What follows belongs to an exercise in optimizing a design on an open flow for small area; a production flow would make more cautious choices.
No functional check of the RTL was part of this run.

==> flow/config.mk <==
export PLATFORM = sky130hd
export DESIGN_NAME = chip
export DESIGN_NICKNAME = chip
export VERILOG_FILES = /design/flow/design.v
export SDC_FILE = /design/flow/constraint.sdc
export NUM_CORES = 4
export LEC_CHECK = 0
export CAP_MARGIN = 20
export CORE_MARGIN = 2
export CORE_UTILIZATION = 40
export SLEW_MARGIN = 20
==> flow/constraint.sdc <==
create_clock -name core_clock -period 10.0 [get_ports {clk}]
set_input_delay 2.0000 -clock core_clock [delete_from_list [all_inputs] [get_ports {clk}]]
set_output_delay 2.0000 -clock core_clock [all_outputs]
set_load 0.01 [all_outputs]
==> flow/design.v <==
`timescale 1ns/1ps
package chip_pkg;
	typedef enum logic [3:0] {
		OP_NOP  = 4'd0,
		OP_LI   = 4'd1,
		OP_ADD  = 4'd2,
		OP_SUB  = 4'd3,
		OP_XOR  = 4'd4,
		OP_OUT  = 4'd5,
		OP_HALT = 4'd15
	} opcode_e;
	typedef struct packed {
		opcode_e opcode;
		logic [3:0] rd;
		logic [3:0] rs1;
		logic [3:0] rs2;
		logic [15:0] unused;
	} instr_reg_t;
	typedef struct packed {
		opcode_e opcode;
		logic [3:0] rd;
		logic [7:0] unused;
		logic [15:0] imm;
	} instr_imm_t;
	typedef union packed {
		instr_reg_t r;
		instr_imm_t i;
	} instr_u;
	typedef struct packed {
		logic [6-1:0] addr;
		logic [31:0] data;
		logic valid;
	} imem_wr_t;
	typedef struct packed {
		logic loading;
		logic loaded;
		logic halted;
		logic rx_lost;
	} chip_status_t;
endpackage
`timescale 1ns/1ps
module uart_link (
	input logic clk,
	input logic reset,
	input logic rx,
	output logic tx,
	output logic [7:0] rx_data,
	output logic rx_valid,
	output logic lost,
	input logic tx_push,
	input logic [7:0] tx_data,
	output logic tx_credit
);
	localparam int CYC_BITS = $clog2(8);
	localparam int PTR_BITS = $clog2(4);
	localparam int CNT_BITS = $clog2(4 + 1);
	localparam logic [CYC_BITS-1:0] BIT_LAST = CYC_BITS'(8 - 1);
	localparam logic [CYC_BITS-1:0] HALF_LAST = CYC_BITS'(8 / 2 - 1);
	localparam logic [PTR_BITS-1:0] PTR_LAST = PTR_BITS'(4 - 1);
	localparam logic [CNT_BITS-1:0] FIFO_FULL = CNT_BITS'(4);
	localparam logic [1:0] RX_IDLE = 2'd0;
	localparam logic [1:0] RX_START = 2'd1;
	localparam logic [1:0] RX_DATA = 2'd2;
	localparam logic [1:0] RX_STOP = 2'd3;
	logic rx_meta, rx_sync;
	logic [1:0] rx_state;
	logic [CYC_BITS-1:0] rx_cyc;
	logic [2:0] rx_bit;
	logic [7:0] rx_shift;
	logic [7:0] fifo_mem [4];
	logic [PTR_BITS-1:0] wr_ptr, rd_ptr;
	logic [CNT_BITS-1:0] fifo_count;
	logic [9:0] tx_shift;
	logic [3:0] tx_bits;  
	logic [CYC_BITS-1:0] tx_cyc;
	logic tx_ready, pop;
	always_ff @(posedge clk) begin
		if (reset) begin
			rx_meta <= 1'b1;
			rx_sync <= 1'b1;
			rx_state <= RX_IDLE;
			rx_cyc <= '0;
			rx_bit <= '0;
			rx_valid <= 1'b0;
			lost <= 1'b0;
		end else begin
			rx_meta <= rx;
			rx_sync <= rx_meta;
			rx_valid <= 1'b0;
			case (rx_state)
				RX_IDLE: begin
					if (!rx_sync) begin
						rx_state <= RX_START;
						rx_cyc <= HALF_LAST;
					end
				end
				RX_START: begin
					if (rx_cyc != 0)
						rx_cyc <= rx_cyc - 1'b1;
					else if (rx_sync)
						rx_state <= RX_IDLE;  
					else begin
						rx_state <= RX_DATA;
						rx_cyc <= BIT_LAST;
						rx_bit <= '0;
					end
				end
				RX_DATA: begin
					if (rx_cyc != 0)
						rx_cyc <= rx_cyc - 1'b1;
					else begin
						rx_cyc <= BIT_LAST;
						rx_bit <= rx_bit + 1'b1;
						if (rx_bit == 3'd7)
							rx_state <= RX_STOP;
					end
				end
				default: begin
					if (rx_cyc != 0)
						rx_cyc <= rx_cyc - 1'b1;
					else begin
						rx_state <= RX_IDLE;
						if (rx_sync)
							rx_valid <= 1'b1;
						else
							lost <= 1'b1;  
					end
				end
			endcase
		end
	end
	always_ff @(posedge clk) begin
		if (rx_state == RX_DATA && rx_cyc == 0)
			rx_shift <= {rx_sync, rx_shift[7:1]};  
	end
	assign rx_data = rx_shift;
	assign tx_ready = (tx_bits == 0) || (tx_bits == 4'd1 && tx_cyc == 0);
	assign pop = tx_ready && (fifo_count != 0);
	assign tx_credit = pop;
	always_ff @(posedge clk) begin
		if (reset) begin
			wr_ptr <= '0;
			rd_ptr <= '0;
			fifo_count <= '0;
		end else begin
			if (tx_push)
				wr_ptr <= (wr_ptr == PTR_LAST) ? '0 : wr_ptr + 1'b1;
			if (pop)
				rd_ptr <= (rd_ptr == PTR_LAST) ? '0 : rd_ptr + 1'b1;
			fifo_count <= fifo_count + CNT_BITS'(tx_push) - CNT_BITS'(pop);
		end
	end
	always_ff @(posedge clk) begin
		if (tx_push)
			fifo_mem[wr_ptr] <= tx_data;
	end
	always_ff @(posedge clk) begin
		if (reset) begin
			tx_shift <= '1;  
			tx_bits <= '0;
			tx_cyc <= '0;
		end else if (pop) begin
			tx_shift <= {1'b1, fifo_mem[rd_ptr], 1'b0};
			tx_bits <= 4'd10;
			tx_cyc <= BIT_LAST;
		end else if (tx_bits != 0) begin
			if (tx_cyc == 0) begin
				tx_shift <= {1'b1, tx_shift[9:1]};
				tx_bits <= tx_bits - 1'b1;
				tx_cyc <= BIT_LAST;
			end else
				tx_cyc <= tx_cyc - 1'b1;
		end
	end
	assign tx = tx_shift[0];
endmodule
`timescale 1ns/1ps
module program_loader (
	input logic clk,
	input logic reset,
	input logic [7:0] rx_data,
	input logic rx_valid,
	output chip_pkg::imem_wr_t imem_wr,
	output logic loaded
);
	localparam logic [1:0] LD_COUNT = 2'd0;
	localparam logic [1:0] LD_BYTES = 2'd1;
	localparam logic [1:0] LD_DONE = 2'd2;
	logic [1:0] state;
	logic [7:0] n_words;
	logic [7:0] word_cnt;
	logic [1:0] byte_idx;
	logic [23:0] word_sh;  
	logic [6-1:0] wr_addr;
	logic [31:0] wr_data;
	logic wr_valid;
	logic word_done;
	assign word_done = (state == LD_BYTES) && rx_valid && (byte_idx == 2'd3);
	always_ff @(posedge clk) begin
		if (reset) begin
			state <= LD_COUNT;
			word_cnt <= '0;
			byte_idx <= '0;
			wr_valid <= 1'b0;
		end else begin
			wr_valid <= word_done;
			case (state)
				LD_COUNT: begin
					if (rx_valid) begin
						word_cnt <= '0;
						byte_idx <= '0;
						state <= (rx_data == 8'd0) ? LD_DONE : LD_BYTES;
					end
				end
				LD_BYTES: begin
					if (rx_valid) begin
						byte_idx <= byte_idx + 1'b1;
						if (byte_idx == 2'd3) begin
							word_cnt <= word_cnt + 1'b1;
							if (word_cnt == n_words - 1'b1)
								state <= LD_DONE;
						end
					end
				end
				default: ;
			endcase
		end
	end
	always_ff @(posedge clk) begin
		if (state == LD_COUNT && rx_valid)
			n_words <= rx_data;
		if (state == LD_BYTES && rx_valid)
			word_sh <= {rx_data, word_sh[23:8]};
		if (word_done) begin
			wr_data <= {rx_data, word_sh};
			wr_addr <= word_cnt[6-1:0];
		end
	end
	assign imem_wr.addr = wr_addr;
	assign imem_wr.data = wr_data;
	assign imem_wr.valid = wr_valid;
	assign loaded = (state == LD_DONE) && !wr_valid;
endmodule
`timescale 1ns/1ps
module inst_mem (
	input logic clk,
	input chip_pkg::imem_wr_t wr,
	input logic [6-1:0] rd_addr,
	output logic [31:0] rd_data
);
	localparam int DEPTH = 2 ** 6;
	logic [31:0] mem [DEPTH];
	always_ff @(posedge clk) begin
		if (wr.valid)
			mem[wr.addr] <= wr.data;
	end
	always_ff @(posedge clk) begin
		rd_data <= mem[rd_addr];
	end
endmodule
`timescale 1ns/1ps
module core (
	input logic clk,
	input logic reset,
	output logic [6-1:0] rd_addr,
	input logic [31:0] rd_data,
	output logic tx_push,
	output logic [7:0] tx_data,
	input logic tx_credit,
	output logic halted
);
	localparam int CRED_BITS = $clog2(4 + 1);
	localparam logic [CRED_BITS-1:0] CRED_INIT = CRED_BITS'(4);
	localparam logic [1:0] S_FETCH = 2'd0;
	localparam logic [1:0] S_WAIT = 2'd1;
	localparam logic [1:0] S_EXEC = 2'd2;
	logic [1:0] state;
	logic [6-1:0] pc;
	logic [15:0] regs [16];
	chip_pkg::instr_u ir;
	logic [CRED_BITS-1:0] credits;
	logic exec, is_out, is_halt, out_stall;
	logic wr_en;
	logic [15:0] wr_val;
	assign rd_addr = pc;
	assign exec = (state == S_EXEC) && !halted;
	assign is_out = exec && (ir.r.opcode == chip_pkg::OP_OUT);
	assign is_halt = exec && (ir.r.opcode == chip_pkg::OP_HALT);
	assign out_stall = is_out && (credits == 0);  
	assign tx_push = is_out && (credits != 0);
	assign tx_data = regs[ir.r.rd][7:0];
	always_comb begin
		wr_en = 1'b0;
		wr_val = '0;
		if (exec) begin
			case (ir.r.opcode)
				chip_pkg::OP_LI: begin
					wr_en = 1'b1;
					wr_val = ir.i.imm;
				end
				chip_pkg::OP_ADD: begin
					wr_en = 1'b1;
					wr_val = regs[ir.r.rs1] + regs[ir.r.rs2];
				end
				chip_pkg::OP_SUB: begin
					wr_en = 1'b1;
					wr_val = regs[ir.r.rs1] - regs[ir.r.rs2];  
				end
				chip_pkg::OP_XOR: begin
					wr_en = 1'b1;
					wr_val = regs[ir.r.rs1] ^ regs[ir.r.rs2];
				end
				default: ;
			endcase
		end
	end
	always_ff @(posedge clk) begin
		if (wr_en)
			regs[ir.r.rd] <= wr_val;
	end
	always_ff @(posedge clk) begin
		if (state == S_WAIT)
			ir <= rd_data;
	end
	always_ff @(posedge clk) begin
		if (reset) begin
			state <= S_FETCH;
			pc <= '0;
			halted <= 1'b0;
			credits <= CRED_INIT;
		end else begin
			credits <= credits + CRED_BITS'(tx_credit) - CRED_BITS'(tx_push);
			case (state)
				S_FETCH: state <= S_WAIT;
				S_WAIT: state <= S_EXEC;
				default: begin
					if (is_halt)
						halted <= 1'b1;  
					else if (exec && !out_stall) begin
						pc <= pc + 1'b1;
						state <= S_FETCH;
					end
				end
			endcase
		end
	end
endmodule
`timescale 1ns/1ps
module chip (
	input logic clk,
	input logic chip_reset,
	input logic uart_rx,
	output logic uart_tx,
	output logic [3:0] status  
);
	localparam int HOLD_BITS = $clog2(15 + 1);
	logic [HOLD_BITS-1:0] reset_count;
	logic loader_reset, uart_reset, core_reset;
	logic [7:0] rx_data;
	logic rx_valid, rx_lost;
	logic tx_push, tx_credit;
	logic [7:0] tx_data;
	chip_pkg::imem_wr_t imem_wr;
	logic [6-1:0] rd_addr;
	logic [31:0] rd_data;
	logic loaded, halted;
	always_ff @(posedge clk) begin
		if (chip_reset)
			reset_count <= HOLD_BITS'(15);
		else if (reset_count != 0)
			reset_count <= reset_count - 1'b1;
	end
	assign loader_reset = (reset_count != 0);
	assign uart_reset = (reset_count != 0);
	assign core_reset = !loaded;  
	chip_pkg::chip_status_t status_s;
	assign status = status_s;
	assign status_s.loading = !loader_reset && !loaded;
	assign status_s.loaded = loaded;
	assign status_s.halted = halted;
	assign status_s.rx_lost = rx_lost;
	uart_link uart_i (
		.clk(clk),
		.reset(uart_reset),
		.rx(uart_rx),
		.tx(uart_tx),
		.rx_data(rx_data),
		.rx_valid(rx_valid),
		.lost(rx_lost),
		.tx_push(tx_push),
		.tx_data(tx_data),
		.tx_credit(tx_credit)
	);
	program_loader loader_i (
		.clk(clk),
		.reset(loader_reset),
		.rx_data(rx_data),
		.rx_valid(rx_valid),
		.imem_wr(imem_wr),
		.loaded(loaded)
	);
	inst_mem imem_i (
		.clk(clk),
		.wr(imem_wr),
		.rd_addr(rd_addr),
		.rd_data(rd_data)
	);
	core core_i (
		.clk(clk),
		.reset(core_reset),
		.rd_addr(rd_addr),
		.rd_data(rd_data),
		.tx_push(tx_push),
		.tx_data(tx_data),
		.tx_credit(tx_credit),
		.halted(halted)
	);
endmodule
==> flow/run.sh <==
#!/bin/bash
# synth_recipe.tcl (not shown) runs the flow's synth.tcl, then flattens the netlist and writes it again
# the make line also repeats each setting of config.mk as NAME=value (left out here)
make -C /OpenROAD-flow-scripts/flow DESIGN_CONFIG=/design/flow/config.mk WORK_HOME=/design/flow/orfs CLKGATE_MAP_FILE= SYNTH_SCRIPT=/design/flow/synth_recipe.tcl finish
==> flow_summary.ini <==
[setup_path]
path_depth = 5
crit_chain = nor2_1 -> nand2_1 -> inv_1 -> nor2_1 -> clkdlybuf4s50_1
critPathKind = register to primary output
cp-end-kind = primary output
cpPeakStageDelay_ns = 0.65
critPathLaunchType = register
critPathArrivalTime_ns = 2.92
path_max_fanout = 10
path_delay_family = buffers and inverters
worst_path_max_delay_cell = dfxtp_1
crit_required_ns = 8.00
path_buf_inv = 2
worstRegToRegCells = 15
crit_path_frequent_cell = nor2_1

[sta]
slew_viol_final = 0
finalHoldViolCount = 0
fin_hold_ws_ns = 0.4197
worst_slack_ns = 5.081
setup_viol = 0
clock.fmax_ghz = 0.2033
worst_pin_slew_ns = 1.144
skew_ns = 0.06198
min_period_ns = 4.919
rsz0062_at_grt = false
fin_setup_tns_ns = 0
fin_crit_sh = 0.4919
maxSlewHeadroom = 0.2354

[clock_network]
numClockSinks = 1892
h-tree-depth = 4
clockBufferDepth = 3
post_cts_buffers = 0
cts_tree = built
clk_latency_ns = 0.82
cts_buffers = 183
cts_resized = 0
ctsHoldBuffers = 0
clk_pin_slew_ns = 0.06
cts.root.buffer_cell = clkbuf_16

[routing]
drtIter0Drc = 3968
ant_nets = 0
first_pass_iters = 7
num_vias = 34290
detail_route.wl_per_cell_um = 29.32
wirelength_um = 177600
drc = 0
viasPerCell = 5.660

[placement]
hpwlAfterDp_um = 97570
gp_congestion = 0.7911
place_ws_ns = 5.001
io_buffer_count = 7

[flow_run]
drv_cap = 0

[synth]
syn_inst = 3266
synthArstFlopShare = 0
synth.avg_cell_area_um2 = 22.75
synthTopCellsByArea = edfxtp_1, mux4_2, dfxtp_1
synth_ff_type = edfxtp_1
syn_area_um2 = 74290
ys_warn_count = 5
syn_nets = 3308
synth_top_area_cell = edfxtp_1
synth_seq_area_share = 0.7510
synth_top_area_share = 0.7235
synth_edf_count = 1790
synth_cell_types = 62
synth-seq-cells = 1892

[grt]
antenna_found_initial = 24
grt_max_degree = 143
grt.total_usage = 0.1870
grt_pass1_vias = 34360
grt_first_pass_wirelength_um = 252900
grt_overflow = 0

[power]
power_density_nw_per_um2 = 183.3
power.total_w = 0.01553
p_leak_nw = 28.85
vdd_drop_max_mv = 0.1571

[floorplanning]
dieArea_um2 = 189200
fp.dieW_um = 435.0
core_area_um2 = 185000
rows = 158
chipHeight_um = 435.0
start_util = 0.4015
ios = 8

[outcome]
outcome = timing/DRC/antenna clean

[layout]
final_core_util = 0.4579
syn_to_final_growth_pct = 14.05
nNetsFinal = 3454
drive_above_1_share = 0.3070
nFillCells = 15310

[hold_path]
hold_class = register to register
hold_path_depth = 0
[cell type report]
class                      count  area, um2  share of cell area
clock buffer                 220       4866             0.05743
antenna                        5      12.51           0.0001477
tap                         2480       3103             0.03662
clock inverter               126       1259             0.01486
inverter                      34      127.6            0.001506
timing repair buffer         134       1564             0.01846
sequential                  1892      55810              0.6588
multi-input combinational   1167      17980              0.2122
[path summary, 6_finish.rpt]
path | to | slack [ns] | from
max | status[3] | 5.08 | loader_i.wr_valid$_SDFF_PP0_
min | loader_i.wr_data[4]$_DFFE_PP_ | 0.42 | loader_i.word_sh[4]$_DFFE_PP_
max reg2reg | core_i.regs[3][7]$_DFFE_PP_ | 5.41 | register
min reg2reg | loader_i.wr_data[4]$_DFFE_PP_ | 0.42 | loader_i.word_sh[4]$_DFFE_PP_
[metrics by stage]
stage	std cells	cell area, um2
after CTS	6036	84320
after detailed placement	5690	78200
after global placement	5674	77820
final	6058	84720
after global routing	6053	84710
after floorplan	3266	74290
[state kept, by name (all words and copies together), names as in the netlist, 6 cells and up, named ones only]
register           count
loader_i.wr_data      24
imem_i.mem          1536
imem_i.rd_data        24
core_i.ir             24
loader_i.wr_addr       6
uart_i.rx_shift        8
loader_i.word_sh      24
loader_i.word_cnt      8
uart_i.tx_shift        9
core_i.regs          128
loader_i.n_words       8
uart_i.fifo_mem       32
core_i.pc              6
[cell usage in the layout, fill, tap and decap left out, drive strengths merged, types with 5 or more instances in the layout]
cell type	Yosys	layout
a21oi	28	28
a222oi	5	5
a22oi	17	17
a31oi	7	7
and2	11	11
and3	5	5
buf	79	126
bufinv	0	20
clkbuf	94	221
clkdlybuf4s50	0	7
clkinv	0	89
clkinvlp	0	11
dfxtp	102	102
diode	0	5
edfxtp	1790	1790
ha	36	36
inv	34	40
mux2	12	12
mux4	624	624
nand2	75	75
nand2b	15	15
nand3	24	24
nand3b	7	7
nand4	5	5
nor2	129	129
nor2b	14	14
nor3	26	26
o21ai	29	29
or3	11	11
xnor2	20	20
xor2	28	28
[report_power, final]
part / total [W] / switching, W / internal (W)
clock: 0.00700 / 0.00299 / 0.00400
sequential: 0.00853 / 0.000000777 / 0.00853
combinational: 0.00000391 / 0.00000189 / 0.00000201
total: 0.0155 / 0.00300 / 0.0125
[metal layers]
metal	wire length [um]	GRT usage	vias up
li1	-	-	14170
met1	73520	0.2628	18530
met2	83750	0.2914	1287
met3	15120	0.04311	283
met4	5108	0.05808	20
met5	133	0	-
[cell usage after synthesis (17+ instances only)]
cell and n:
a21oi_1 28, a22oi_1 17, buf_1 21, buf_2 35
clkbuf_1 91, dfxtp_1 102, edfxtp_1 1790, ha_1 36
inv_1 34, mux4_1 25, mux4_2 599, nand2_1 75
nand3_1 24, nor2_1 129, nor3_1 26, o21ai_0 27
xnor2_1 20, xor2_1 28
[logic make-up (layout without fill, tap and decap cells)]
group / after synthesis / in the layout / synth area share
AOI/OAI and AO/OA: 105 / 105 / 0.009027
xor gates and xnor gates: 49 / 49 / 0.005962
adders and majority gates: 39 / 39 / 0.006872
buffers and inverters: 207 / 514 / 0.01339
DFF: 1892 / 1892 / 0.7510
muxes: 640 / 640 / 0.1928
other: 0 / 5 / 0
and+or+nand+nor: 334 / 334 / 0.02092

-- afterwards: timing with drivers on the ports --
No port has a modelled driver above. Below, the same layout with a new extraction and two added sets of constraints. Step 1 (the two cells are an assumption about what drives the block):
set clk [get_ports {clk}]
set_driving_cell -lib_cell sky130_fd_sc_hd__clkbuf_16 $clk
set_driving_cell -lib_cell sky130_fd_sc_hd__buf_2 [delete_from_list [all_inputs] $clk]
Step 2 also shifts input and output timing later by t, the mid clock arrival at the registers, as if the neighbouring blocks saw the same clock. Three values: ideal ports, drivers, drivers and shift; two values: the first two.
t, ns: 0.871
setup WS [ns]: 5.081 / 5.002 / 5.412
worst setup path after step 2: register to register
After both steps this run still meets setup and hold. The setup slack of this run moves by -0.079 ns with the drivers and by +0.331 ns with both steps.
